Context: an optimization exercise on an open-source flow, tuned for a short achievable clock period and few clock cycles. The choices shown serve that exercise and are no tape-out recipe.
Power is estimated from default activity; no workload was simulated.

==> onyx <==
==> flow/design.v <==
`timescale 1ns/1ps
`default_nettype none
package mips_pkg;
  typedef logic [31:0] word_t;
  typedef logic [4:0]  reg_addr_t;
  typedef enum logic [5:0] {
    op_rtype = 6'h00,
    op_j     = 6'h02,
    op_beq   = 6'h04,
    op_addi  = 6'h08,
    op_lw    = 6'h23,
    op_sw    = 6'h2b
  } opcode_e;
  typedef enum logic [5:0] {
    fn_add = 6'h20,
    fn_sub = 6'h22,
    fn_and = 6'h24,
    fn_or  = 6'h25,
    fn_slt = 6'h2a
  } funct_e;
  typedef enum logic [2:0] {
    alu_add,
    alu_sub,
    alu_and,
    alu_or,
    alu_slt
  } alu_op_e;
  typedef enum logic [1:0] {
    fwd_rf,    
    fwd_mem,   
    fwd_wb     
  } fwd_sel_e;
  typedef struct packed {
    logic      valid;
    alu_op_e   alu_op;
    logic      use_imm;
    logic      reg_write;
    logic      is_load;
    logic      is_store;
    logic      is_branch;
    logic      is_jump;
    word_t     rs_val;
    word_t     rt_val;
    reg_addr_t rs;
    reg_addr_t rt;
    reg_addr_t dest;
    word_t     imm;
    word_t     jump_target;
    word_t     pc4;
  } id_ex_t;
  typedef struct packed {
    logic      valid;
    logic      reg_write;
    logic      is_load;
    logic      is_store;
    reg_addr_t dest;
    word_t     alu_result;
    word_t     store_data;   
  } ex_mem_t;
endpackage
`default_nettype wire
`timescale 1ns/1ps
`default_nettype none
module mips_pipeline #(
  parameter logic [31:0] RESET_PC = 32'h0
) (
  input  logic        clk,
  input  logic        rst_n,
  input  logic [31:0] imem_data,
  input  logic        ack,
  input  logic [31:0] dat_r,
  output logic [31:0] imem_addr,
  output logic        cyc,
  output logic        stb,
  output logic        we,
  output logic [31:0] adr,
  output logic [31:0] dat_w,
  output logic        retire_valid,
  output logic [4:0]  retire_reg,
  output logic [31:0] retire_data
);
  logic [31:0] pc;
  logic        d_valid;
  logic [31:0] d_instr;
  logic [31:0] d_pc4;
  logic        e_valid;
  logic        e_wr;         
  logic        e_load;
  logic        e_store;
  logic        e_branch;     
  logic        e_pred;       
  logic        e_sub;        
  logic        e_r_sum;      
  logic        e_r_and;
  logic        e_r_or;
  logic        e_r_slt;
  logic        e_a_r, e_a_m, e_a_w;                   
  logic        e_b_r, e_b_mp, e_b_mn, e_b_wp, e_b_wn;  
  logic        e_s_r, e_s_m, e_s_w;                   
  logic [31:0] e_b_val;      
  logic [4:0]  e_dest;
  logic [31:0] e_rs_val;
  logic [31:0] e_rt_val;
  logic [31:0] e_fix_pc;     
  logic        m_mem;        
  logic        m_wr;
  logic        m_load;
  logic        m_store;
  logic [4:0]  m_dest;
  logic [31:0] m_res;
  logic [31:0] m_res_n;
  logic [31:0] m_sdata;
  logic        w_valid;
  logic [4:0]  w_dest;
  logic [31:0] w_data;
  logic [31:0] w_data_n;
  logic [31:0] regs [32];
  logic freeze;
  assign cyc    = m_mem;
  assign stb    = m_mem;
  assign we     = m_store;
  assign adr    = m_res;
  assign dat_w  = m_sdata;
  assign freeze = m_mem && !ack;
  logic [5:0]  d_op;
  logic [5:0]  d_fn;
  logic [4:0]  d_rs;
  logic [4:0]  d_rt;
  logic [4:0]  d_rd;
  logic [31:0] d_simm;
  logic [31:0] d_btarget;
  logic        d_is_r;
  logic        d_alu_r;
  logic        d_addi;
  logic        d_lw;
  logic        d_sw;
  logic        d_beq;
  logic        d_wr;
  logic [4:0]  d_dest;
  logic        d_pred;
  logic        d_check;
  logic [31:0] d_rs_val;
  logic [31:0] d_rt_val;
  logic        stall;
  logic        hold;
  logic        ex_redirect;
  assign d_op   = d_instr[31:26];
  assign d_fn   = d_instr[5:0];
  assign d_rs   = d_instr[25:21];
  assign d_rt   = d_instr[20:16];
  assign d_rd   = d_instr[15:11];
  assign d_simm = {{16{d_instr[15]}}, d_instr[15:0]};
  assign d_btarget = d_pc4 + {d_simm[29:0], 2'b00};
  assign d_is_r  = d_op == 6'h00;
  assign d_alu_r = d_is_r && (d_fn == 6'h20 || d_fn == 6'h22 || d_fn == 6'h24 ||
                              d_fn == 6'h25 || d_fn == 6'h2a);
  assign d_addi  = d_op == 6'h08;
  assign d_lw    = d_op == 6'h23;
  assign d_sw    = d_op == 6'h2b;
  assign d_beq   = d_op == 6'h04 && d_instr[15:0] != 16'h0;
  assign d_dest  = d_is_r ? d_rd : d_rt;
  assign d_wr    = (d_alu_r || d_addi || d_lw) && d_dest != 5'd0;
  assign d_pred  = d_beq && (d_instr[15] || d_rs == d_rt);
  assign d_check = d_beq && d_rs != d_rt;
  assign d_rs_val = (d_rs == 5'd0) ? 32'd0 :
                    (w_valid && w_dest == d_rs) ? w_data : regs[d_rs];
  assign d_rt_val = (d_rt == 5'd0) ? 32'd0 :
                    (w_valid && w_dest == d_rt) ? w_data : regs[d_rt];
  assign stall = d_valid && e_valid && e_load && e_wr &&
                 (e_dest == d_rs || e_dest == d_rt);
  assign hold  = freeze || stall;
  logic [31:0] op_a;
  logic [31:0] op_b;      
  logic [31:0] st_b;      
  logic [31:0] sum;
  logic        lt;
  logic [31:0] alu_y;
  logic        eq;
  assign op_a = ({32{e_a_r}} & e_rs_val) | ({32{e_a_m}} & m_res) | ({32{e_a_w}} & w_data);
  assign op_b = ({32{e_b_r}}  & e_b_val) |
                ({32{e_b_mp}} & m_res)   | ({32{e_b_mn}} & m_res_n) |
                ({32{e_b_wp}} & w_data)  | ({32{e_b_wn}} & w_data_n);
  assign st_b = ({32{e_s_r}} & e_rt_val) | ({32{e_s_m}} & m_res) | ({32{e_s_w}} & w_data);
  ks_add32 u_add (.a(op_a), .b(op_b), .cin(e_sub), .s(sum));
  assign lt = (op_a[31] == op_b[31]) ? op_a[31] : sum[31];
  assign alu_y = ({32{e_r_sum}} & sum) |
                 ({32{e_r_and}} & (op_a & op_b)) |
                 ({32{e_r_or}}  & (op_a | op_b)) |
                 {31'd0, e_r_slt & lt};
  assign eq = op_a == op_b;
  assign ex_redirect = e_valid && e_branch && (eq != e_pred) && !freeze;
  logic [31:0] pc4;
  logic        if_jump;
  logic        if_pred;
  logic [31:0] if_btarget;
  assign pc4       = pc + 32'd4;
  assign imem_addr = pc;
  assign if_jump   = imem_data[31:26] == 6'h02;
  assign if_pred   = imem_data[31:26] == 6'h04 && imem_data[15:0] != 16'h0 &&
                     (imem_data[15] || imem_data[25:21] == imem_data[20:16]);
  assign if_btarget = pc4 + {{14{imem_data[15]}}, imem_data[15:0], 2'b00};
  always_ff @(posedge clk or negedge rst_n) begin
    if (!rst_n) begin
      pc      <= RESET_PC;
      d_valid <= 1'b0;
    end else if (ex_redirect) begin
      pc      <= e_fix_pc;
      d_valid <= 1'b0;
    end else if (!hold) begin
      d_valid <= !if_jump;
      if (if_jump) begin
        pc <= {pc4[31:28], imem_data[25:0], 2'b00};
      end else if (if_pred) begin
        pc <= if_btarget;
      end else begin
        pc <= pc4;
      end
    end
  end
  always_ff @(posedge clk) begin
    if (!hold) begin
      d_instr <= imem_data;
      d_pc4   <= pc4;
    end
  end
  logic d_go;
  assign d_go = d_valid && !stall && !ex_redirect;
  always_ff @(posedge clk or negedge rst_n) begin
    if (!rst_n) begin
      e_valid  <= 1'b0;
      e_wr     <= 1'b0;
      e_load   <= 1'b0;
      e_store  <= 1'b0;
      e_branch <= 1'b0;
    end else if (!freeze) begin
      e_valid  <= d_go;
      e_wr     <= d_go && d_wr;
      e_load   <= d_go && d_lw;
      e_store  <= d_go && d_sw;
      e_branch <= d_go && d_check;
    end
  end
  logic d_sub;
  logic d_use_imm;
  logic fa_m, fa_w, fb_m, fb_w;
  assign d_sub     = d_is_r && (d_fn == 6'h22 || d_fn == 6'h2a);
  assign d_use_imm = !d_is_r && !d_beq;
  assign fa_m = d_rs != 5'd0 && e_valid && e_wr && e_dest == d_rs;
  assign fa_w = d_rs != 5'd0 && m_wr && m_dest == d_rs && !fa_m;
  assign fb_m = d_rt != 5'd0 && e_valid && e_wr && e_dest == d_rt;
  assign fb_w = d_rt != 5'd0 && m_wr && m_dest == d_rt && !fb_m;
  always_ff @(posedge clk) begin
    if (!freeze) begin
      e_pred    <= d_pred;
      e_sub     <= d_sub;
      e_r_sum   <= !(d_is_r && (d_fn == 6'h24 || d_fn == 6'h25 || d_fn == 6'h2a));
      e_r_and   <= d_is_r && d_fn == 6'h24;
      e_r_or    <= d_is_r && d_fn == 6'h25;
      e_r_slt   <= d_is_r && d_fn == 6'h2a;
      e_dest    <= d_dest;
      e_rs_val  <= d_rs_val;
      e_rt_val  <= d_rt_val;
      e_b_val   <= (d_use_imm ? d_simm : d_rt_val) ^ {32{d_sub}};
      e_fix_pc  <= d_pred ? d_pc4 : d_btarget;
      e_a_r     <= !fa_m && !fa_w;
      e_a_m     <= fa_m;
      e_a_w     <= fa_w;
      e_b_r     <= d_use_imm || (!fb_m && !fb_w);
      e_b_mp    <= !d_use_imm && fb_m && !d_sub;
      e_b_mn    <= !d_use_imm && fb_m && d_sub;
      e_b_wp    <= !d_use_imm && fb_w && !d_sub;
      e_b_wn    <= !d_use_imm && fb_w && d_sub;
      e_s_r     <= !fb_m && !fb_w;
      e_s_m     <= fb_m;
      e_s_w     <= fb_w;
    end
  end
  always_ff @(posedge clk or negedge rst_n) begin
    if (!rst_n) begin
      m_mem   <= 1'b0;
      m_wr    <= 1'b0;
      m_load  <= 1'b0;
      m_store <= 1'b0;
    end else if (!freeze) begin
      m_mem   <= e_valid && (e_load || e_store);
      m_wr    <= e_valid && e_wr;
      m_load  <= e_valid && e_load;
      m_store <= e_valid && e_store;
    end
  end
  always_ff @(posedge clk) begin
    if (!freeze) begin
      m_dest  <= e_dest;
      m_res   <= alu_y;
      m_res_n <= ~alu_y;
      m_sdata <= st_b;
    end
  end
  always_ff @(posedge clk or negedge rst_n) begin
    if (!rst_n) begin
      w_valid <= 1'b0;
    end else begin
      w_valid <= !freeze && m_wr;
    end
  end
  always_ff @(posedge clk) begin
    if (!freeze) begin
      w_dest <= m_dest;
      w_data   <= m_load ? dat_r : m_res;
      w_data_n <= m_load ? ~dat_r : m_res_n;
    end
  end
  always_ff @(posedge clk) begin
    if (w_valid) begin
      regs[w_dest] <= w_data;
    end
  end
  assign retire_valid = w_valid;
  assign retire_reg   = w_dest;
  assign retire_data  = w_data;
endmodule
`default_nettype wire
module ks_add32 (
  input  logic [31:0] a,
  input  logic [31:0] b,
  input  logic        cin,
  output logic [31:0] s
);
  logic [31:0] g [6];
  logic [31:0] p [6];
  always_comb begin
    g[0] = a & b;
    p[0] = a ^ b;
    g[0][0] = (a[0] & b[0]) | ((a[0] ^ b[0]) & cin);
    for (int l = 1; l < 6; l++) begin
      for (int i = 0; i < 32; i++) begin
        if (i >= (1 << (l - 1))) begin
          g[l][i] = g[l-1][i] | (p[l-1][i] & g[l-1][i - (1 << (l - 1))]);
          p[l][i] = p[l-1][i] & p[l-1][i - (1 << (l - 1))];
        end else begin
          g[l][i] = g[l-1][i];
          p[l][i] = p[l-1][i];
        end
      end
    end
    s[0] = p[0][0] ^ cin;
    for (int i = 1; i < 32; i++) s[i] = p[0][i] ^ g[5][i-1];
  end
endmodule
==> flow/run.sh <==
#!/bin/bash
# synth_recipe.tcl (not shown) runs the flow's synth.tcl, then flattens the netlist and writes it again
# the make line also repeats each setting of config.mk as NAME=value (left out here)
make -C /OpenROAD-flow-scripts/flow DESIGN_CONFIG=/design/flow/config.mk WORK_HOME=/design/flow/orfs CLKGATE_MAP_FILE= SYNTH_SCRIPT=/design/flow/synth_recipe.tcl finish
==> flow/config.mk <==
export PLATFORM = sky130hd
export DESIGN_NAME = mips_pipeline
export DESIGN_NICKNAME = mips_pipeline
export VERILOG_FILES = /design/flow/design.v
export SDC_FILE = /design/flow/constraint.sdc
export NUM_CORES = 4
export LEC_CHECK = 0
export ABC_CLOCK_PERIOD_IN_PS = 2500
export CAP_MARGIN = 20
export CORE_MARGIN = 2
export CORE_UTILIZATION = 40
export SETUP_SLACK_MARGIN = 5
export SLEW_MARGIN = 20
==> flow/constraint.sdc <==
create_clock -name core_clock -period 8.0 [get_ports {clk}]
set_input_delay 1.6000 -clock core_clock [delete_from_list [all_inputs] [get_ports {clk}]]
set_output_delay 1.6000 -clock core_clock [all_outputs]
set_load 0.01 [all_outputs]
==> sierra (differences from onyx) <==
==> flow/design.v, changed modules only <==
module mips_pipeline #(
  parameter logic [31:0] RESET_PC = 32'h0
) (
  input  logic        clk,
  input  logic        rst_n,
  input  logic [31:0] imem_data,
  input  logic        ack,
  input  logic [31:0] dat_r,
  output logic [31:0] imem_addr,
  output logic        cyc,
  output logic        stb,
  output logic        we,
  output logic [31:0] adr,
  output logic [31:0] dat_w,
  output logic        retire_valid,
  output logic [4:0]  retire_reg,
  output logic [31:0] retire_data
);
  logic [31:0] pc;
  logic        d_valid;
  logic [31:0] d_instr;
  logic [31:0] d_pc4;
  logic        e_valid;
  logic        e_wr;         
  logic        e_load;
  logic        e_store;
  logic        e_branch;     
  logic        e_pred;       
  logic        e_sub;        
  logic        e_slt;
  logic        e_and;
  logic        e_or;
  logic        e_use_imm;
  logic [1:0]  e_fwd_a;      
  logic [1:0]  e_fwd_b;
  logic [4:0]  e_dest;
  logic [31:0] e_rs_val;
  logic [31:0] e_rt_val;
  logic [31:0] e_imm;
  logic [31:0] e_fix_pc;     
  logic        m_mem;        
  logic        m_wr;
  logic        m_load;
  logic        m_store;
  logic [4:0]  m_dest;
  logic [31:0] m_res;
  logic [31:0] m_sdata;
  logic        w_valid;
  logic [4:0]  w_dest;
  logic [31:0] w_data;
  logic [31:0] regs [32];
  logic freeze;
  assign cyc    = m_mem;
  assign stb    = m_mem;
  assign we     = m_store;
  assign adr    = m_res;
  assign dat_w  = m_sdata;
  assign freeze = m_mem && !ack;
  logic [5:0]  d_op;
  logic [5:0]  d_fn;
  logic [4:0]  d_rs;
  logic [4:0]  d_rt;
  logic [4:0]  d_rd;
  logic [31:0] d_simm;
  logic [31:0] d_btarget;
  logic        d_is_r;
  logic        d_alu_r;
  logic        d_addi;
  logic        d_lw;
  logic        d_sw;
  logic        d_beq;
  logic        d_wr;
  logic [4:0]  d_dest;
  logic        d_pred;
  logic        d_check;
  logic [31:0] d_rs_val;
  logic [31:0] d_rt_val;
  logic        stall;
  logic        hold;
  logic        ex_redirect;
  logic        id_redirect;
  assign d_op   = d_instr[31:26];
  assign d_fn   = d_instr[5:0];
  assign d_rs   = d_instr[25:21];
  assign d_rt   = d_instr[20:16];
  assign d_rd   = d_instr[15:11];
  assign d_simm = {{16{d_instr[15]}}, d_instr[15:0]};
  assign d_btarget = d_pc4 + {d_simm[29:0], 2'b00};
  assign d_is_r  = d_op == 6'h00;
  assign d_alu_r = d_is_r && (d_fn == 6'h20 || d_fn == 6'h22 || d_fn == 6'h24 ||
                              d_fn == 6'h25 || d_fn == 6'h2a);
  assign d_addi  = d_op == 6'h08;
  assign d_lw    = d_op == 6'h23;
  assign d_sw    = d_op == 6'h2b;
  assign d_beq   = d_op == 6'h04 && d_instr[15:0] != 16'h0;
  assign d_dest  = d_is_r ? d_rd : d_rt;
  assign d_wr    = (d_alu_r || d_addi || d_lw) && d_dest != 5'd0;
  assign d_pred  = d_beq && (d_instr[15] || d_rs == d_rt);
  assign d_check = d_beq && d_rs != d_rt;
  assign d_rs_val = (d_rs == 5'd0) ? 32'd0 :
                    (w_valid && w_dest == d_rs) ? w_data : regs[d_rs];
  assign d_rt_val = (d_rt == 5'd0) ? 32'd0 :
                    (w_valid && w_dest == d_rt) ? w_data : regs[d_rt];
  assign stall = d_valid && e_valid && e_load && e_wr &&
                 (e_dest == d_rs || e_dest == d_rt);
  assign hold  = freeze || stall;
  assign id_redirect = d_valid && d_pred && !hold;
  logic [31:0] op_a;
  logic [31:0] op_b;
  logic [31:0] alu_b;
  logic [31:0] sum;
  logic        lt;
  logic [31:0] alu_y;
  logic        eq;
  always_comb begin
    case (e_fwd_a)
      2'd1:    op_a = m_res;
      2'd2:    op_a = w_data;
      default: op_a = e_rs_val;
    endcase
    case (e_fwd_b)
      2'd1:    op_b = m_res;
      2'd2:    op_b = w_data;
      default: op_b = e_rt_val;
    endcase
  end
  assign alu_b = e_use_imm ? e_imm : op_b;
  assign sum   = op_a + (e_sub ? ~alu_b : alu_b) + {31'd0, e_sub};
  assign lt    = (op_a[31] != alu_b[31]) ? op_a[31] : sum[31];
  always_comb begin
    if (e_and)      alu_y = op_a & alu_b;
    else if (e_or)  alu_y = op_a | alu_b;
    else if (e_slt) alu_y = {31'd0, lt};
    else            alu_y = sum;
  end
  assign eq = op_a == op_b;
  assign ex_redirect = e_valid && e_branch && (eq != e_pred) && !freeze;
  logic [31:0] pc4;
  logic        if_jump;
  assign pc4       = pc + 32'd4;
  assign imem_addr = pc;
  assign if_jump   = imem_data[31:26] == 6'h02;
  always_ff @(posedge clk or negedge rst_n) begin
    if (!rst_n) begin
      pc      <= RESET_PC;
      d_valid <= 1'b0;
    end else if (ex_redirect) begin
      pc      <= e_fix_pc;
      d_valid <= 1'b0;
    end else if (!hold) begin
      if (id_redirect) begin
        pc      <= d_btarget;
        d_valid <= 1'b0;
      end else if (if_jump) begin
        pc      <= {pc4[31:28], imem_data[25:0], 2'b00};
        d_valid <= 1'b0;
      end else begin
        pc      <= pc4;
        d_valid <= 1'b1;
      end
    end
  end
  always_ff @(posedge clk) begin
    if (!hold) begin
      d_instr <= imem_data;
      d_pc4   <= pc4;
    end
  end
  logic d_go;
  assign d_go = d_valid && !stall && !ex_redirect;
  always_ff @(posedge clk or negedge rst_n) begin
    if (!rst_n) begin
      e_valid  <= 1'b0;
      e_wr     <= 1'b0;
      e_load   <= 1'b0;
      e_store  <= 1'b0;
      e_branch <= 1'b0;
    end else if (!freeze) begin
      e_valid  <= d_go;
      e_wr     <= d_go && d_wr;
      e_load   <= d_go && d_lw;
      e_store  <= d_go && d_sw;
      e_branch <= d_go && d_check;
    end
  end
  always_ff @(posedge clk) begin
    if (!freeze) begin
      e_pred    <= d_pred;
      e_sub     <= d_is_r && (d_fn == 6'h22 || d_fn == 6'h2a);
      e_slt     <= d_is_r && d_fn == 6'h2a;
      e_and     <= d_is_r && d_fn == 6'h24;
      e_or      <= d_is_r && d_fn == 6'h25;
      e_use_imm <= !d_is_r;
      e_dest    <= d_dest;
      e_rs_val  <= d_rs_val;
      e_rt_val  <= d_rt_val;
      e_imm     <= d_simm;
      e_fix_pc  <= d_pred ? d_pc4 : d_btarget;
      e_fwd_a   <= (d_rs != 5'd0 && e_valid && e_wr && e_dest == d_rs) ? 2'd1 :
                   (d_rs != 5'd0 && m_wr && m_dest == d_rs) ? 2'd2 : 2'd0;
      e_fwd_b   <= (d_rt != 5'd0 && e_valid && e_wr && e_dest == d_rt) ? 2'd1 :
                   (d_rt != 5'd0 && m_wr && m_dest == d_rt) ? 2'd2 : 2'd0;
    end
  end
  always_ff @(posedge clk or negedge rst_n) begin
    if (!rst_n) begin
      m_mem   <= 1'b0;
      m_wr    <= 1'b0;
      m_load  <= 1'b0;
      m_store <= 1'b0;
    end else if (!freeze) begin
      m_mem   <= e_valid && (e_load || e_store);
      m_wr    <= e_valid && e_wr;
      m_load  <= e_valid && e_load;
      m_store <= e_valid && e_store;
    end
  end
  always_ff @(posedge clk) begin
    if (!freeze) begin
      m_dest  <= e_dest;
      m_res   <= alu_y;
      m_sdata <= op_b;
    end
  end
  always_ff @(posedge clk or negedge rst_n) begin
    if (!rst_n) begin
      w_valid <= 1'b0;
    end else begin
      w_valid <= !freeze && m_wr;
    end
  end
  always_ff @(posedge clk) begin
    if (!freeze) begin
      w_dest <= m_dest;
      w_data <= m_load ? dat_r : m_res;
    end
  end
  always_ff @(posedge clk) begin
    if (w_valid) begin
      regs[w_dest] <= w_data;
    end
  end
  assign retire_valid = w_valid;
  assign retire_reg   = w_dest;
  assign retire_data  = w_data;
endmodule
// module ks_add32 removed
- ABC_CLOCK_PERIOD_IN_PS: 2500 -> 3000
- SETUP_SLACK_MARGIN: 5 -> 4.5
==> summary of the runs <==
Critical path depth: onyx is lower than sierra (4). Power: onyx is higher than sierra (23%). Between onyx and sierra, the lower sequential cell count is in sierra (gap 92). In sierra the sequential power is lower than in onyx, by about 8%. Between sierra and onyx, the lower synthesized cell count is in sierra (gap about 4.4%, measured against onyx). Between onyx and sierra, the lower die area is in sierra (gap about 7.5%, measured against sierra). Of onyx and sierra, sierra has the higher fmax (gap 3.1%, measured against sierra). First-iteration DRC count: sierra is lower than onyx (about 28%). Synthesized area: sierra is lower than onyx (7.0%).
No run of this note included a check of the RTL's function; only the layout flow was run.

what the ideal ports hide:
The results above use ideal ports. As a check the final layouts listed here were re-extracted and re-timed, cells and wires unchanged. Step 1 sets driving cells, clkbuf_16 on the clock port and buf_2 on the other inputs (assumed; they add their load-dependent delay and slew). Step 2 adds t to the input delays and takes it off the output delays; t is the mean of the earliest and latest rising clock arrival at the registers after step 1. Input paths then give back, and output paths get back, about the clock's delay inside the block. Slacks: no drivers / after step 1 / after step 2; pairs: no drivers / after step 1.
| run | t, ns | slack for setup (ns) | worst hold slack (ns) | worst setup path at the end | pins driven straight from the clock port |
|---|---|---|---|---|---|
| onyx | 0.898 | 3.517 / 3.517 / 3.095 | 0.432 / 0.432 / 0.432 | input to register | 1 |
| sierra | 0.881 | 3.655 / 3.655 / 3.501 | 0.451 / 0.451 / 0.451 | input to register | 1 |
After both steps setup and hold are still met in every run listed. The setup slack of onyx, which loses most, moves by 0.000 ns with the drivers and by -0.422 ns with both steps.
